This design comes from an exercise in tuning for small area, a short achievable clock period and few clock cycles per item on the open sky130 flow, not from production work.
In this exercise RTL edits were held to simulation tests only and were not proved equivalent to the original.

Setup of run A:
Design anffl_tex_etc1_encoder, start of the top module:
module anffl_tex_etc1_encoder
(
  input  logic        clk,
  input  logic        rst_n,
  input  logic        in_valid,
  output logic        in_ready,
  input  logic [23:0] in_texel,
  output logic        out_valid,
  input  logic        out_ready,
  output logic [63:0] out_block,
  output logic        busy
);
For scale: ~8600 cells after synthesis, ~1600 flip-flops, about 95 I/O pins, ~84000 sq um of cells after synthesis.
make LEC_CHECK=0 CAP_MARGIN=20 CORE_MARGIN=2 CORE_UTILIZATION=60 PLACE_DENSITY=0.7 SLEW_MARGIN=20 finish   # period 17.0 ns
run.sh (not shown) runs the stock make flow with config.mk's settings and CLKGATE_MAP_FILE= SYNTH_SCRIPT=/design/flow/synth_recipe.tcl, a recipe that flattens the netlist after the stock synthesis.
Testbench counts of run A, summed over its fixed seeds: cycles 6,328, blocks 384.
Here is what was changed in the inputs of run B compared with run A.
# run A
export LEC_CHECK = 0
export CAP_MARGIN = 20
export CORE_MARGIN = 2
export CORE_UTILIZATION = 60
export PLACE_DENSITY = 0.7
export SLEW_MARGIN = 20
create_clock -name core_clock -period 17.0 [get_ports {clk}]
# run B
export LEC_CHECK = 0
export CAP_MARGIN = 20
export CORE_MARGIN = 2
export CORE_UTILIZATION = 40
export CTS_CLUSTER_DIAMETER = 100
export CTS_CLUSTER_SIZE = 25
export SLEW_MARGIN = 20
create_clock -name core_clock -period 17.0 [get_ports {clk}]
### Flow results
- A critical path class of register to output pin is what run B shows, while register to register belongs to run A.
- Run B reports its startpoint of the most critical setup path as rdy_q while run A reports ap1[15].
- Changes observed in run B relative to run A: number of different library cells in the post-synthesis netlist about even, critical path depth fell by 19, global-route usage -9.3 points.
- In the tables for run B and run A, post-route minimum period reads higher with run A.
diff inputs: run B => run C
# run B
export LEC_CHECK = 0
export CAP_MARGIN = 20
export CORE_MARGIN = 2
export CORE_UTILIZATION = 40
export CTS_CLUSTER_DIAMETER = 100
export CTS_CLUSTER_SIZE = 25
export SLEW_MARGIN = 20
create_clock -name core_clock -period 17.0 [get_ports {clk}]
# run C
export LEC_CHECK = 0
export CAP_MARGIN = 20
export CORE_MARGIN = 2
export CORE_UTILIZATION = 40
export CTS_CLUSTER_DIAMETER = 100
export CTS_CLUSTER_SIZE = 25
export PLACE_DENSITY = 0.75
export SLEW_MARGIN = 20
create_clock -name core_clock -period 17.0 [get_ports {clk}]
## What came out
Comparing run C and run B, non-clock buffer count is higher on run B.
Run C -> run B: cell area flat
A end point of the critical path of in_ready is what run B shows, while g_tbl[3].z2[2][8] belongs to run C.
Run C against run B: fill cell total of the finished layout now sits lower; pre-CTS worst setup slack now sits higher; largest fanout on the critical path now sits higher; area used by multi-input combinational logic now sits at about the same level.

========
## build 48
anffl_tex_etc1_encoder again, from the RTL that the note above started with.
export LEC_CHECK = 0
export ABC_AREA = 1
export CAP_MARGIN = 20
export CORE_MARGIN = 2
export CORE_UTILIZATION = 40
export CTS_CLUSTER_DIAMETER = 100
export CTS_CLUSTER_SIZE = 25
export SLEW_MARGIN = 20
create_clock -name core_clock -period 17.0 [get_ports {clk}]
Testbench counts of build 48, summed over its fixed seeds: cycles 6,328, blocks 384.
The following lists how build 59 was set up differently from build 48:
# build 48
export LEC_CHECK = 0
export ABC_AREA = 1
export CAP_MARGIN = 20
export CORE_MARGIN = 2
export CORE_UTILIZATION = 40
export CTS_CLUSTER_DIAMETER = 100
export CTS_CLUSTER_SIZE = 25
export SLEW_MARGIN = 20
create_clock -name core_clock -period 17.0 [get_ports {clk}]
# build 59
export LEC_CHECK = 0
export CAP_MARGIN = 20
export CORE_MARGIN = 2
export CORE_UTILIZATION = 40
export CTS_CLUSTER_DIAMETER = 90
export CTS_CLUSTER_SIZE = 30
export SLEW_MARGIN = 20
create_clock -name core_clock -period 17.0 [get_ports {clk}]
[summary]
Build 59: PASS, flow complete, no timing, DRC or antenna violations. The higher starting DRC count in detailed routing came out of build 48. For synthesized cell count, dividing the value from build 59 by the value from build 48 gives 0.893. Of the two values seen for master of the slowest instance on the critical path, clkdlybuf4s50_1 was produced by build 59 and nor2_1 by build 48. Build 59: count of clock-net buffers in the final layout about 7% below build 48. Relative to build 48, post-route cell area increased by about 0.8% in build 59. Build 48 reports its critical path start-end classification as reg -> reg while build 59 reports reg -> out. Comparing build 59 and build 48, number of antenna violations at the first check in global routing is higher on build 48.
## Diff of input files: build 5 against build 59
# build 59
export LEC_CHECK = 0
export CAP_MARGIN = 20
export CORE_MARGIN = 2
export CORE_UTILIZATION = 40
export CTS_CLUSTER_DIAMETER = 90
export CTS_CLUSTER_SIZE = 30
export SLEW_MARGIN = 20
create_clock -name core_clock -period 17.0 [get_ports {clk}]
# build 5
export LEC_CHECK = 0
export CAP_MARGIN = 20
export CORE_MARGIN = 2
export CORE_UTILIZATION = 40
export CTS_BUF_LIST = sky130_fd_sc_hd__clkbuf_4 sky130_fd_sc_hd__clkbuf_8
export SLEW_MARGIN = 20
create_clock -name core_clock -period 17.0 [get_ports {clk}]
Results
Build 5: full flow OK, the timing, design-rule and antenna checks passed
Sequential portion of the cell area ends up higher on build 59.
From build 59 to build 5 the numbers moved as follows: global-route total usage across every layer increased 0.40 points, post-detailed-routing wire length increased 1.6%, initial antenna violation count increased 3, sum of met2 wire segment lengths after detailed routing increased 1500 um.
On build 5: final worst-path cycle share is 1.3 points higher than what build 59 gave.

========
anffl_tex_etc1_encoder again, from the RTL that the note above started with.
Design anffl_tex_etc1_encoder, start of the top module:
module anffl_tex_etc1_encoder
(
  input  logic        clk,
  input  logic        rst_n,
  input  logic        in_valid,
  output logic        in_ready,
  input  logic [23:0] in_texel,
  output logic        out_valid,
  input  logic        out_ready,
  output logic [63:0] out_block,
  output logic        busy
);
  localparam int AW = anffl_tex_pkg::AW;
  logic [3:0] ph, widx, ph_n, widx_n;
  logic       pend, run_q, done_pend, fill, ov, wr_d, rdy_q, busy_q;
  logic       pend_n, run_n, done_n, fill_n, ov_n, start_n;
  logic [2:0] nblk, nblk_n;
  logic       start, ev0, wr, ta, tb, idle;
  logic       v1, v2, v3;
  assign start     = (ph == 4'd0) && pend && (!done_pend || !ov);
  assign ev0       = (ph == 4'd0) ? start : run_q;
  assign wr        = in_valid && rdy_q;
  assign ta        = (ph == 4'd3) && done_pend && !ov && !fill;
  assign tb        = (ph == 4'd5) && fill;
  assign in_ready  = rdy_q;
  assign out_valid = ov;
  assign idle      = (widx == 4'd0) && !pend && !run_q && !done_pend && !fill
                     && !v1 && !v2 && !v3;
  assign busy      = busy_q;
  always_comb begin
    ph_n    = (ph == 4'd0 && idle && !wr) ? 4'd0 : ph + 4'd1;
    widx_n  = wr ? widx + 4'd1 : widx;
    pend_n  = (wr && widx == 4'd15) ? 1'b1 : (start ? 1'b0 : pend);
    run_n   = (ph == 4'd0) ? start : run_q;
  ...
clock: 17.0 ns
lec_check: 0
cap_margin: 20
core_margin: 2
core_utilization: 40
cts_cluster_diameter: 120
cts_cluster_size: 20
slew_margin: 20
The first run went through all stages and came out clean.
Testbench counts at the start, summed over its fixed seeds: cycles 6,328, blocks 384.
Next try:
CTS_CLUSTER_DIAMETER = default   (was 120)
CTS_CLUSTER_SIZE = default   (was 20)
Effect: Hold slack improved by 0.0084 ns. Die area does not change. Final cell count came out higher slightly. Global-route usage came out higher by 0.21 points. Register-to-register slack hardly moves. First-iteration DRC count came out higher slightly. Setup slack got worse by 0.028 ns. Flip-flop and latch count does not change.
Next try:
CTS_CLUSTER_DIAMETER = 100   (was default)
CTS_CLUSTER_SIZE = 25   (was default)
GPL_ROUTABILITY_DRIVEN = 0   (was default)
Result:
- core utilization decreases by 1.5 points
- worst setup slack gets better by 0.0031 ns
- final area decreases by 3.3%
- fmax barely changes
- routed wire length decreases by 2.1%
- cell count decreases by 1.5%
- clock skew decreases by 0.0076 ns
- first-iteration DRC count increases by 5.6%
- area after synthesis is unchanged

afterwards: timing with drivers on the ports:
The results above use ideal ports. As a check the final layouts listed here were re-extracted and re-timed, cells and wires unchanged. Step 1: set_driving_cell puts a clkbuf_16 on clk and a buf_2 on each other input, an assumption about the parent block. Step 2 times the ports against the registers' clock, not the clock port: input delays grow and output delays shrink by t, the midpoint of the rising clock arrivals with the driver on. Three values: no drivers, after step 1, after step 2; two values: the first two.
| run | t, ns | slack for setup (ns) | clock arrival spread, ns | slew at the worst register clock pin (ns) |
|---|---|---|---|---|
| run A | 0.892 | 11.617 / 11.537 / 11.014 | 0.071 / 0.072 | 0.07 / 0.07 |
| run B | 0.819 | 11.689 / 11.606 / 11.072 | 0.059 / 0.059 | 0.11 / 0.11 |
| run C | 0.798 | 11.530 / 11.530 / 11.427 | 0.041 / 0.040 | 0.11 / 0.11 |
| build 48 | 0.830 | 11.314 / 11.314 / 11.314 | 0.070 / 0.070 | 0.11 / 0.11 |
| build 59 | 0.802 | 11.676 / 11.590 / 11.112 | 0.048 / 0.048 | 0.12 / 0.12 |
| build 5 | 1.060 | 11.448 / 11.374 / 11.061 | 0.064 / 0.064 | 0.08 / 0.08 |
| the first run of note 3 | 0.821 | 11.656 / 11.571 / 11.122 | 0.053 / 0.053 | 0.09 / 0.09 |
| the second run of note 3 | 0.887 | 11.627 / 11.542 / 11.087 | 0.056 / 0.056 | 0.08 / 0.08 |
| the third run of note 3 | 0.820 | 11.630 / 11.585 / 11.083 | 0.051 / 0.051 | 0.11 / 0.11 |
After both steps setup and hold are still met in every run listed. The setup slack of run B, which loses most, moves by -0.083 ns with the drivers and by -0.617 ns with both steps.
